What follows belongs to an exercise in optimizing a design on an open flow for small area, a short achievable clock period and few clock cycles per item; a production flow would make more cautious choices. At most, simulation tests tie the RTL to the original design; equivalence was not proved.

==> flow/design.v <==
`default_nettype none
module mul_div_unit (
   input  logic        clk,
   input  logic        reset,
   input  logic        req_valid,
   input  logic        req_op,
   input  logic        req_in_1_signed,
   input  logic        req_in_2_signed,
   input  logic        req_out_sel,
   input  logic [31:0] req_in_1,
   input  logic [31:0] req_in_2,
   output logic        req_ready,
   output logic        resp_valid,
   output logic [31:0] resp_result
);
   localparam logic [1:0] PH_STEP = 2'd0;
   localparam logic [1:0] PH_F1   = 2'd1;
   localparam logic [1:0] PH_F2   = 2'd2;
   localparam logic [1:0] PH_F3   = 2'd3;
   logic        busy_q;
   logic [1:0]  ph_q;
   logic [4:0]  cnt_q;
   logic        op_q;       
   logic        sel_q;      
   logic        fa_q;       
   logic        bx_q;       
   logic        nr_q;       
   logic        lead_q;     
   logic        ys1_q, ys2_q, yneg_q, cin_q;
   logic        zs1_q, zs2_q, zneg_q;        
   logic [33:0] acc_q;
   logic [31:0] lo_q;
   logic [31:0] b_q;
   logic        ys1_d, ys2_d, yneg_d, cin_d;
   logic        zs1_d, zs2_d, zneg_d;
   logic [33:0] acc_d;
   logic [31:0] lo_d;
   logic [31:0] b_d;
   logic [1:0]  ph_d;
   logic        done;
   logic        acc_force;
   logic [4:0]  cnt_d;
   logic        lead_d;
   logic        skip;
   function automatic logic [2:0] booth(input logic [2:0] w);
      booth[0] = w[1] ^ w[0];                        
      booth[1] = (w[2] ^ w[1]) & ~(w[1] ^ w[0]);     
      booth[2] = w[2] & ~(w[1] & w[0]);              
   endfunction
   logic [34:0] bext, ymag, zmag, y, z;
   logic [36:0] x, y37, z37, cs_s, cs_c, s;
   logic        q;
   assign bext = {{3{bx_q}}, b_q};
   assign ymag = ({35{ys1_q}} & bext) | ({35{ys2_q}} & {bext[33:0], 1'b0});
   assign zmag = ({35{zs1_q}} & bext) | ({35{zs2_q}} & {bext[33:0], 1'b0});
   assign y    = ymag ^ {35{yneg_q}};
   assign z    = zmag ^ {35{zneg_q}};
   assign x    = {{3{acc_q[33]}}, acc_q};
   assign y37  = {{2{y[34]}}, y};
   assign z37  = {z, zneg_q, cin_q};
   assign cs_s = x ^ y37 ^ z37;
   assign cs_c = {(x[35:0] & y37[35:0]) | (x[35:0] & z37[35:0]) | (y37[35:0] & z37[35:0]), zneg_q};
   assign s    = cs_s + cs_c + {36'd0, zneg_q};
   assign q    = (s[34] == fa_q);
   logic       step, last, in_a_neg, in_b_neg;
   logic [2:0] bd_in, bd_lo, bd_in2, bd_lo2;
   assign step     = (ph_q == PH_STEP);
   assign last     = step & (cnt_q == 5'd0);
   assign in_a_neg = req_in_1_signed & req_in_1[31];
   assign in_b_neg = req_in_1_signed & req_in_2[31];
   assign bd_in    = booth({req_in_1[1:0], 1'b0});
   assign bd_in2   = booth(req_in_1[3:1]);
   assign bd_lo    = booth(lo_q[5:3]);
   assign bd_lo2   = booth(lo_q[7:5]);
   logic zero_acc;
   assign zero_acc = (acc_q == 34'd0);
   logic [31:0] dlen;       
   logic [33:0] vmag;
   always_comb begin
      dlen[31] = b_q[31] ^ bx_q;
      for (int j = 30; j >= 0; j--) dlen[j] = dlen[j+1] | (b_q[j] ^ bx_q);
   end
   assign vmag = acc_q ^ {34{fa_q}};
   assign skip = lead_q & (cnt_q >= 5'd5) & dlen[4] & (vmag[33:27] == 7'd0) &
                 ((vmag[26:0] & ~dlen[31:5]) == 27'd0);
   always_comb begin
      ph_d      = ph_q;
      cnt_d     = cnt_q - 5'd1;
      lead_d    = 1'b0;
      done      = 1'b0;
      ys1_d     = 1'b0;
      ys2_d     = 1'b0;
      yneg_d    = 1'b0;
      cin_d     = 1'b0;
      zs1_d     = 1'b0;
      zs2_d     = 1'b0;
      zneg_d    = 1'b0;
      acc_force = 1'b0;
      b_d       = b_q;
      acc_d     = s[33:0];
      lo_d      = s[31:0];
      case (ph_q)
         PH_STEP: begin
            if (!op_q) begin
               acc_d = {s[36], s[36:4]};
               lo_d  = {s[3:0], lo_q[31:4]};
               {yneg_d, ys2_d, ys1_d} = bd_lo;
               cin_d = bd_lo[2];
               {zneg_d, zs2_d, zs1_d} = bd_lo2;
            end else if (skip) begin
               acc_d     = {acc_q[28:0], lo_q[30:26]};
               lo_d      = {lo_q[26:0], 5'd0};
               cnt_d     = cnt_q - 5'd5;
               lead_d    = 1'b1;
               ys1_d     = 1'b1;
               yneg_d    = (fa_q == bx_q);
               cin_d     = (fa_q == bx_q);
            end else begin
               acc_d  = {s[32:0], lo_q[30]};
               lo_d   = {lo_q[30:0], q};
               ys1_d  = 1'b1;
               yneg_d = (s[34] == bx_q);
               cin_d  = (s[34] == bx_q);
            end
            if (last) begin
               ys2_d  = 1'b0;
               zs1_d  = 1'b0;
               zs2_d  = 1'b0;
               zneg_d = 1'b0;
               ph_d   = PH_F1;
               if (!op_q) begin
                  ys1_d  = fa_q;
                  yneg_d = 1'b0;
                  cin_d  = 1'b0;
                  done   = ~sel_q;
               end else begin
                  acc_d  = s[33:0];
                  ys1_d  = s[34];
                  yneg_d = s[34] & bx_q;
                  cin_d  = s[34] & bx_q;
                  done   = ~sel_q & ~fa_q & ~nr_q;
               end
            end
         end
         PH_F1: begin
            if (!op_q) begin
               done = 1'b1;
            end else if (sel_q) begin
               done = ~fa_q;
               ph_d = PH_F2;
            end else begin
               b_d = lo_q;
               if (fa_q) begin
                  ph_d = PH_F2;
               end else begin
                  ph_d      = PH_F3;
                  acc_force = 1'b1;
                  ys1_d     = 1'b1;
                  yneg_d    = nr_q;
                  cin_d     = nr_q;
               end
            end
         end
         PH_F2: begin
            ph_d = PH_F3;
            if (sel_q) begin
               ys1_d  = ~zero_acc;
               yneg_d = ~zero_acc & ~bx_q;
               cin_d  = ~zero_acc & ~bx_q;
            end else begin
               acc_force = 1'b1;
               ys1_d     = 1'b1;
               yneg_d    = nr_q;
               cin_d     = nr_q ^ zero_acc;
            end
         end
         default: begin
            done = 1'b1;
         end
      endcase
   end
   always_ff @(posedge clk) begin
      if (reset) begin
         busy_q     <= 1'b0;
         req_ready  <= 1'b1;
         resp_valid <= 1'b0;
      end else if (!busy_q) begin
         busy_q     <= req_valid;
         req_ready  <= ~req_valid;
         resp_valid <= 1'b0;
      end else begin
         busy_q     <= ~done;
         req_ready  <= done;
         resp_valid <= done;
      end
   end
   always_ff @(posedge clk) begin
      if (!busy_q) begin
         ph_q   <= PH_STEP;
         cnt_q  <= req_op ? 5'd31 : 5'd7;
         op_q   <= req_op;
         sel_q  <= req_out_sel;
         fa_q   <= req_op ? in_a_neg : (~req_in_1_signed & req_in_1[31]);
         bx_q   <= (req_op ? req_in_1_signed : req_in_2_signed) & req_in_2[31];
         nr_q   <= (in_a_neg ^ in_b_neg) & (req_in_2 != 32'd0);
         lead_q <= req_op & (req_in_2 != 32'd0);
         if (req_op) begin
            ys1_q  <= 1'b1;
            ys2_q  <= 1'b0;
            yneg_q <= ~(in_a_neg ^ in_b_neg);
            cin_q  <= ~(in_a_neg ^ in_b_neg);
            {zneg_q, zs2_q, zs1_q} <= 3'b000;
         end else begin
            {yneg_q, ys2_q, ys1_q} <= bd_in;
            cin_q  <= bd_in[2];
            {zneg_q, zs2_q, zs1_q} <= bd_in2;
         end
         acc_q  <= {{33{req_op & in_a_neg}}, req_op & req_in_1[31]};
         lo_q   <= req_in_1;
         b_q    <= req_in_2;
      end else begin
         ph_q   <= ph_d;
         cnt_q  <= cnt_d;
         lead_q <= lead_d;
         ys1_q  <= ys1_d;
         ys2_q  <= ys2_d;
         yneg_q <= yneg_d;
         cin_q  <= cin_d;
         zs1_q  <= zs1_d;
         zs2_q  <= zs2_d;
         zneg_q <= zneg_d;
         acc_q  <= acc_force ? 34'd0 : acc_d;
         lo_q   <= lo_d;
         b_q    <= b_d;
      end
   end
   assign resp_result = lo_q;
endmodule
`default_nettype wire
export LEC_CHECK = 0
export CAP_MARGIN = 20
export CORE_MARGIN = 2
export CORE_UTILIZATION = 40
export CTS_BUF_LIST = sky130_fd_sc_hd__clkbuf_8
export SETUP_SLACK_MARGIN = 3.0
export SLEW_MARGIN = 20
export TNS_END_PERCENT = 0
create_clock -name core_clock -period 6.5 [get_ports {clk}]
standard.sh (not shown) runs the stock make flow with config.mk's settings and CLKGATE_MAP_FILE= SYNTH_SCRIPT=/design/flow/synth_recipe.tcl, a recipe that flattens the netlist after the stock synthesis.
==> flow/flow/run.sh <==
#!/bin/bash
# The standard layout (the standard.sh: ORFS synthesis to final layout), with the
# input and output port buffers made from sky130_fd_sc_hd__buf_1 instead of the cell
# buffer_ports picks on its own. Everything else is the standard flow unchanged.
set -euo pipefail
export BUFFER_PORTS_ARGS="-buffer_cell sky130_fd_sc_hd__buf_1"
bash standard.sh > standard_flow.log 2>&1
Testbench counts at the start, summed over its fixed seeds: cycles 31,433, items 2,400.
Rerun with:
--- a/flow/design.v
+++ b/flow/design.v
@@ -40,9 +40,9 @@
    logic        done;
    logic        acc_force;
    logic [4:0]  cnt_d;
    logic        lead_d;
-   logic        skip;
+   logic        skip, skip10;
    function automatic logic [2:0] booth(input logic [2:0] w);
       booth[0] = w[1] ^ w[0];                        
       booth[1] = (w[2] ^ w[1]) & ~(w[1] ^ w[0]);     
       booth[2] = w[2] & ~(w[1] & w[0]);              
@@ -82,8 +82,10 @@
    end
    assign vmag = acc_q ^ {34{fa_q}};
    assign skip = lead_q & (cnt_q >= 5'd5) & dlen[4] & (vmag[33:27] == 7'd0) &
                  ((vmag[26:0] & ~dlen[31:5]) == 27'd0);
+   assign skip10 = lead_q & (cnt_q >= 5'd10) & dlen[9] & (vmag[33:22] == 12'd0) &
+                   ((vmag[21:0] & ~dlen[31:10]) == 22'd0);
    always_comb begin
       ph_d      = ph_q;
       cnt_d     = cnt_q - 5'd1;
       lead_d    = 1'b0;
@@ -107,11 +109,17 @@
                {yneg_d, ys2_d, ys1_d} = bd_lo;
                cin_d = bd_lo[2];
                {zneg_d, zs2_d, zs1_d} = bd_lo2;
             end else if (skip) begin
-               acc_d     = {acc_q[28:0], lo_q[30:26]};
-               lo_d      = {lo_q[26:0], 5'd0};
-               cnt_d     = cnt_q - 5'd5;
+               if (skip10) begin
+                  acc_d  = {acc_q[23:0], lo_q[30:21]};
+                  lo_d   = {lo_q[21:0], 10'd0};
+                  cnt_d  = cnt_q - 5'd10;
+               end else begin
+                  acc_d  = {acc_q[28:0], lo_q[30:26]};
+                  lo_d   = {lo_q[26:0], 5'd0};
+                  cnt_d  = cnt_q - 5'd5;
+               end
                lead_d    = 1'b1;
                ys1_d     = 1'b1;
                yneg_d    = (fa_q == bx_q);
                cin_d     = (fa_q == bx_q);
Result:
- area after synthesis goes up by roughly a tenth
- setup slack degrades by 0.15 ns
- routed wire length goes up by a quarter to a third
- worst hold slack gets better by 0.20 ns
- register-to-register slack is worse by 0.15 ns
- final cell count goes up by roughly a tenth
- sequential share of layout area fell by 2.2 points
- cell area came out higher by roughly a tenth
- core utilization increases by 1.4 points
- flip-flop and latch count stays the same
Function not checked in the second run of this note: the RTL went through the layout flow alone.

* * *

## run 1
Another version of the RTL of mul_div_unit (not shown whole).
Size: roughly 1000 cells after synthesis, roughly 120 flip-flops, about 110 I/O pins, about 8900 µm² of cells after synthesis.
==> module mul_div_unit, before the edit <==
module mul_div_unit (
   input  logic        clk,
   input  logic        reset,
   input  logic        req_valid,
   input  logic        req_op,
   input  logic        req_in_1_signed,
   input  logic        req_in_2_signed,
   input  logic        req_out_sel,
   input  logic [31:0] req_in_1,
   input  logic [31:0] req_in_2,
   output logic        req_ready,
   output logic        resp_valid,
   output logic [31:0] resp_result
);
   localparam logic [1:0] PH_STEP = 2'd0;
   localparam logic [1:0] PH_F1   = 2'd1;
   localparam logic [1:0] PH_F2   = 2'd2;
   localparam logic [1:0] PH_F3   = 2'd3;
   logic        busy_q;
   logic [1:0]  ph_q;
   logic [4:0]  cnt_q;
   logic        op_q;       
   logic        sel_q;      
   logic        fa_q;       
   logic        bx_q;       
   logic        nr_q;       
   logic        lead_q;     
   logic        ys1_q, ys2_q, yneg_q, cin_q, xdiv_q;
   logic [33:0] acc_q;
   logic [31:0] lo_q;
   logic [31:0] b_q;
   logic        ys1_d, ys2_d, yneg_d, cin_d, xdiv_d;
   logic [33:0] acc_d;
   logic [31:0] lo_d;
   logic [31:0] b_d;
   logic [1:0]  ph_d;
   logic        done;
   logic        acc_force;
   logic [4:0]  cnt_d;
   logic        lead_d;
   logic        skip;
   function automatic logic [2:0] booth(input logic [2:0] w);
      booth[0] = w[1] ^ w[0];                        
      booth[1] = (w[2] ^ w[1]) & ~(w[1] ^ w[0]);     
      booth[2] = w[2] & ~(w[1] & w[0]);              
   endfunction
   logic [34:0] bext, ymag, y, x, s;
   logic [35:0] sum;
   logic        q;
   assign bext = {{3{bx_q}}, b_q};
   assign ymag = ({35{ys1_q}} & bext) | ({35{ys2_q}} & {bext[33:0], 1'b0});
   assign y    = ymag ^ {35{yneg_q}};
   assign x    = xdiv_q ? {acc_q[32], acc_q[32:0], lo_q[31]} : {acc_q[33], acc_q};
   assign sum  = {x, 1'b1} + {y, cin_q};
   assign s    = sum[35:1];
   assign q    = (s[34] == fa_q);
   logic       step, last, in_a_neg, in_b_neg;
   logic [2:0] bd_in, bd_lo;
   assign step     = (ph_q == PH_STEP);
   assign last     = step & (cnt_q == 5'd0);
   assign in_a_neg = req_in_1_signed & req_in_1[31];
   assign in_b_neg = req_in_1_signed & req_in_2[31];
   assign bd_in    = booth({req_in_1[1:0], 1'b0});
   assign bd_lo    = booth(lo_q[3:1]);
   logic zero_acc;
   assign zero_acc = (acc_q == 34'd0);
   assign skip = lead_q & (lo_q[31:28] == {4{fa_q}}) & (cnt_q[4:2] != 3'd0);
   always_comb begin
      ph_d      = ph_q;
      cnt_d     = cnt_q - 5'd1;
      lead_d    = 1'b0;
      done      = 1'b0;
      ys1_d     = 1'b0;
      ys2_d     = 1'b0;
      yneg_d    = 1'b0;
      cin_d     = 1'b0;
      xdiv_d    = 1'b0;
      acc_force = 1'b0;
      b_d       = b_q;
      acc_d     = s[33:0];
      lo_d      = s[31:0];
      case (ph_q)
         PH_STEP: begin
            if (!op_q) begin
               acc_d = {s[34], s[34:2]};
               lo_d  = {s[1:0], lo_q[31:2]};
               {yneg_d, ys2_d, ys1_d} = bd_lo;
               cin_d = bd_lo[2];
            end else if (skip) begin
               lo_d      = {lo_q[27:0], 4'd0};
               acc_force = 1'b1;
               cnt_d     = cnt_q - 5'd4;
               lead_d    = 1'b1;
               ys1_d     = 1'b1;
               yneg_d    = yneg_q;
               cin_d     = cin_q;
               xdiv_d    = 1'b1;
            end else begin
               lo_d   = {lo_q[30:0], q};
               ys1_d  = 1'b1;
               yneg_d = (s[34] == bx_q);
               cin_d  = (s[34] == bx_q);
               xdiv_d = 1'b1;
            end
            if (last) begin
               xdiv_d = 1'b0;
               ys2_d  = 1'b0;
               ph_d   = PH_F1;
               if (!op_q) begin
                  ys1_d  = fa_q;
                  yneg_d = 1'b0;
                  cin_d  = 1'b0;
                  done   = ~sel_q;
               end else begin
                  ys1_d  = s[34];
                  yneg_d = s[34] & bx_q;
                  cin_d  = s[34] & bx_q;
                  done   = ~sel_q & ~fa_q & ~nr_q;
               end
            end
         end
         PH_F1: begin
            if (!op_q) begin
               done = 1'b1;
            end else if (sel_q) begin
               done = ~fa_q;
               ph_d = PH_F2;
            end else begin
               b_d = lo_q;
               if (fa_q) begin
                  ph_d = PH_F2;
               end else begin
                  ph_d      = PH_F3;
                  acc_force = 1'b1;
                  ys1_d     = 1'b1;
                  yneg_d    = nr_q;
                  cin_d     = nr_q;
               end
            end
         end
         PH_F2: begin
            ph_d = PH_F3;
            if (sel_q) begin
               ys1_d  = ~zero_acc;
               yneg_d = ~zero_acc & ~bx_q;
               cin_d  = ~zero_acc & ~bx_q;
            end else begin
               acc_force = 1'b1;
               ys1_d     = 1'b1;
               yneg_d    = nr_q;
               cin_d     = nr_q ^ zero_acc;
            end
         end
         default: begin
            done = 1'b1;
         end
      endcase
   end
   always_ff @(posedge clk) begin
      if (reset) begin
         busy_q     <= 1'b0;
         resp_valid <= 1'b0;
      end else if (!busy_q) begin
         busy_q     <= req_valid;
         resp_valid <= 1'b0;
      end else begin
         busy_q     <= ~done;
         resp_valid <= done;
      end
   end
   always_ff @(posedge clk) begin
      if (!busy_q) begin
         ph_q   <= PH_STEP;
         cnt_q  <= req_op ? 5'd31 : 5'd15;
         op_q   <= req_op;
         sel_q  <= req_out_sel;
         fa_q   <= req_op ? in_a_neg : (~req_in_1_signed & req_in_1[31]);
         bx_q   <= (req_op ? req_in_1_signed : req_in_2_signed) & req_in_2[31];
         nr_q   <= (in_a_neg ^ in_b_neg) & (req_in_2 != 32'd0);
         xdiv_q <= req_op;
         lead_q <= req_op & (req_in_2 != 32'd0);
         if (req_op) begin
            ys1_q  <= 1'b1;
            ys2_q  <= 1'b0;
            yneg_q <= ~(in_a_neg ^ in_b_neg);
            cin_q  <= ~(in_a_neg ^ in_b_neg);
         end else begin
            {yneg_q, ys2_q, ys1_q} <= bd_in;
            cin_q  <= bd_in[2];
         end
         acc_q  <= {34{req_op & in_a_neg}};
         lo_q   <= req_in_1;
         b_q    <= req_in_2;
      end else begin
         ph_q   <= ph_d;
         cnt_q  <= cnt_d;
         lead_q <= lead_d;
         xdiv_q <= xdiv_d;
         ys1_q  <= ys1_d;
         ys2_q  <= ys2_d;
         yneg_q <= yneg_d;
         cin_q  <= cin_d;
         acc_q  <= acc_force ? {34{fa_q & step}} : acc_d;
         lo_q   <= lo_d;
         b_q    <= b_d;
      end
   end
   assign req_ready   = ~busy_q;
   assign resp_result = lo_q;
endmodule
==> flow/config.mk <==
export PLATFORM = sky130hd
export DESIGN_NAME = mul_div_unit
export DESIGN_NICKNAME = mul_div_unit
export VERILOG_FILES = /design/flow/design.v
export SDC_FILE = /design/flow/constraint.sdc
export NUM_CORES = 4
export LEC_CHECK = 0
export CAP_MARGIN = 20
export CORE_MARGIN = 2
export CORE_UTILIZATION = 40
export CTS_BUF_LIST = sky130_fd_sc_hd__clkbuf_8
export SETUP_SLACK_MARGIN = 3.0
export SLEW_MARGIN = 20
==> flow/constraint.sdc <==
create_clock -name core_clock -period 6.5 [get_ports {clk}]
set_input_delay 1.3000 -clock core_clock [delete_from_list [all_inputs] [get_ports {clk}]]
set_output_delay 1.3000 -clock core_clock [all_outputs]
set_load 0.01 [all_outputs]
run.sh (not shown) runs the stock make flow with config.mk's settings and CLKGATE_MAP_FILE= SYNTH_SCRIPT=/design/flow/synth_recipe.tcl, a recipe that flattens the netlist after the stock synthesis.
Stock flow here: none of the scripts above is used.
Run 1 reached the end of the flow, and the finished layout is clean on the timing, DRC and antenna checks.
diff inputs: run 1 => run 2
-- flow/design.v --
<<< run 1, line 27
   logic        nr_q;       
   logic        lead_q;     
   logic        ys1_q, ys2_q, yneg_q, cin_q, xdiv_q;
   logic [33:0] acc_q;
   logic [31:0] lo_q;
   logic [31:0] b_q;
   logic        ys1_d, ys2_d, yneg_d, cin_d, xdiv_d;
   logic [33:0] acc_d;
   logic [31:0] lo_d;
>>> run 2, line 27
   logic        nr_q;       
   logic        lead_q;     
   logic        ys1_q, ys2_q, yneg_q, cin_q;
   logic [33:0] acc_q;
   logic [31:0] lo_q;
   logic [31:0] b_q;
   logic        ys1_d, ys2_d, yneg_d, cin_d;
   logic [33:0] acc_d;
   logic [31:0] lo_d;
<<< run 1, line 52
   assign ymag = ({35{ys1_q}} & bext) | ({35{ys2_q}} & {bext[33:0], 1'b0});
   assign y    = ymag ^ {35{yneg_q}};
   assign x    = xdiv_q ? {acc_q[32], acc_q[32:0], lo_q[31]} : {acc_q[33], acc_q};
   assign sum  = {x, 1'b1} + {y, cin_q};
   assign s    = sum[35:1];
>>> run 2, line 52
   assign ymag = ({35{ys1_q}} & bext) | ({35{ys2_q}} & {bext[33:0], 1'b0});
   assign y    = ymag ^ {35{yneg_q}};
   assign x    = {acc_q[33], acc_q};
   assign sum  = {x, 1'b1} + {y, cin_q};
   assign s    = sum[35:1];
<<< run 1, line 66
   logic zero_acc;
   assign zero_acc = (acc_q == 34'd0);
   assign skip = lead_q & (lo_q[31:28] == {4{fa_q}}) & (cnt_q[4:2] != 3'd0);
   always_comb begin
      ph_d      = ph_q;
>>> run 2, line 66
   logic zero_acc;
   assign zero_acc = (acc_q == 34'd0);
   logic [31:0] dlen;       
   logic [33:0] vmag;
   always_comb begin
      dlen[31] = b_q[31] ^ bx_q;
      for (int j = 30; j >= 0; j--) dlen[j] = dlen[j+1] | (b_q[j] ^ bx_q);
   end
   assign vmag = acc_q ^ {34{fa_q}};
   assign skip = lead_q & (cnt_q[4:2] != 3'd0) & dlen[3] & (vmag[33:28] == 6'd0) &
                 ((vmag[27:0] & ~dlen[31:4]) == 28'd0);
   always_comb begin
      ph_d      = ph_q;
<<< run 1, line 76
      yneg_d    = 1'b0;
      cin_d     = 1'b0;
      xdiv_d    = 1'b0;
      acc_force = 1'b0;
      b_d       = b_q;
>>> run 2, line 84
      yneg_d    = 1'b0;
      cin_d     = 1'b0;
      acc_force = 1'b0;
      b_d       = b_q;
<<< run 1, line 89
               cin_d = bd_lo[2];
            end else if (skip) begin
               lo_d      = {lo_q[27:0], 4'd0};
               acc_force = 1'b1;
               cnt_d     = cnt_q - 5'd4;
               lead_d    = 1'b1;
               ys1_d     = 1'b1;
               yneg_d    = yneg_q;
               cin_d     = cin_q;
               xdiv_d    = 1'b1;
            end else begin
               lo_d   = {lo_q[30:0], q};
               ys1_d  = 1'b1;
               yneg_d = (s[34] == bx_q);
               cin_d  = (s[34] == bx_q);
               xdiv_d = 1'b1;
            end
            if (last) begin
               xdiv_d = 1'b0;
               ys2_d  = 1'b0;
               ph_d   = PH_F1;
>>> run 2, line 96
               cin_d = bd_lo[2];
            end else if (skip) begin
               acc_d     = {acc_q[29:0], lo_q[30:27]};
               lo_d      = {lo_q[27:0], 4'd0};
               cnt_d     = cnt_q - 5'd4;
               lead_d    = 1'b1;
               ys1_d     = 1'b1;
               yneg_d    = (fa_q == bx_q);
               cin_d     = (fa_q == bx_q);
            end else begin
               acc_d  = {s[32:0], lo_q[30]};
               lo_d   = {lo_q[30:0], q};
               ys1_d  = 1'b1;
               yneg_d = (s[34] == bx_q);
               cin_d  = (s[34] == bx_q);
            end
            if (last) begin
               ys2_d  = 1'b0;
               ph_d   = PH_F1;
<<< run 1, line 114
                  done   = ~sel_q;
               end else begin
                  ys1_d  = s[34];
                  yneg_d = s[34] & bx_q;
>>> run 2, line 119
                  done   = ~sel_q;
               end else begin
                  acc_d  = s[33:0];
                  ys1_d  = s[34];
                  yneg_d = s[34] & bx_q;
<<< run 1, line 179
         bx_q   <= (req_op ? req_in_1_signed : req_in_2_signed) & req_in_2[31];
         nr_q   <= (in_a_neg ^ in_b_neg) & (req_in_2 != 32'd0);
         xdiv_q <= req_op;
         lead_q <= req_op & (req_in_2 != 32'd0);
         if (req_op) begin
>>> run 2, line 185
         bx_q   <= (req_op ? req_in_1_signed : req_in_2_signed) & req_in_2[31];
         nr_q   <= (in_a_neg ^ in_b_neg) & (req_in_2 != 32'd0);
         lead_q <= req_op & (req_in_2 != 32'd0);
         if (req_op) begin
<<< run 1, line 190
            cin_q  <= bd_in[2];
         end
         acc_q  <= {34{req_op & in_a_neg}};
         lo_q   <= req_in_1;
         b_q    <= req_in_2;
>>> run 2, line 195
            cin_q  <= bd_in[2];
         end
         acc_q  <= {{33{req_op & in_a_neg}}, req_op & req_in_1[31]};
         lo_q   <= req_in_1;
         b_q    <= req_in_2;
<<< run 1, line 197
         cnt_q  <= cnt_d;
         lead_q <= lead_d;
         xdiv_q <= xdiv_d;
         ys1_q  <= ys1_d;
         ys2_q  <= ys2_d;
         yneg_q <= yneg_d;
         cin_q  <= cin_d;
         acc_q  <= acc_force ? {34{fa_q & step}} : acc_d;
         lo_q   <= lo_d;
         b_q    <= b_d;
>>> run 2, line 202
         cnt_q  <= cnt_d;
         lead_q <= lead_d;
         ys1_q  <= ys1_d;
         ys2_q  <= ys2_d;
         yneg_q <= yneg_d;
         cin_q  <= cin_d;
         acc_q  <= acc_force ? 34'd0 : acc_d;
         lo_q   <= lo_d;
         b_q    <= b_d;
### Flow results
Changes observed in run 2 relative to run 1: via count of the first global-routing pass has increased, data arrival time of the worst path has increased, post-route worst hold slack has increased. Max worst setup slack after layout across run 1 and run 2: run 1. Taking run 1 as the reference, in run 2 maximum clock rate shrank by about 0.44%.
No functional check of the RTL was part of any run of this note.

-- re-timing with driven ports --
No port has a modelled driver above. Below, the same layouts with a new extraction and two added sets of constraints. Step 1, drivers: a clkbuf_16 drives clk and a buf_2 each remaining input, both assumed. Step 2, shift: input delay + t, output delay - t, t = (earliest + latest rising clock arrival at the registers) / 2. This alone moves slack from input paths to output paths. Three values: no drivers, after step 1, after step 2; two values: the first two.
run	t, ns	setup slack, ns	clock arrival spread, ns	worst register clock-pin slew, ns
the first run of note 1	0.486	2.415 / 2.415 / 2.415	0.017 / 0.017	0.08 / 0.08
the second run of note 1	0.503	2.268 / 2.268 / 2.268	0.020 / 0.020	0.10 / 0.10
run 1	0.496	2.908 / 2.908 / 2.782	0.016 / 0.016	0.08 / 0.08
run 2	0.509	2.892 / 2.892 / 2.892	0.014 / 0.014	0.08 / 0.08
After both steps every run listed still meets setup and hold. For run 1, which loses most, drivers alone change the setup slack by 0.000 ns; drivers and shift together by -0.126 ns.
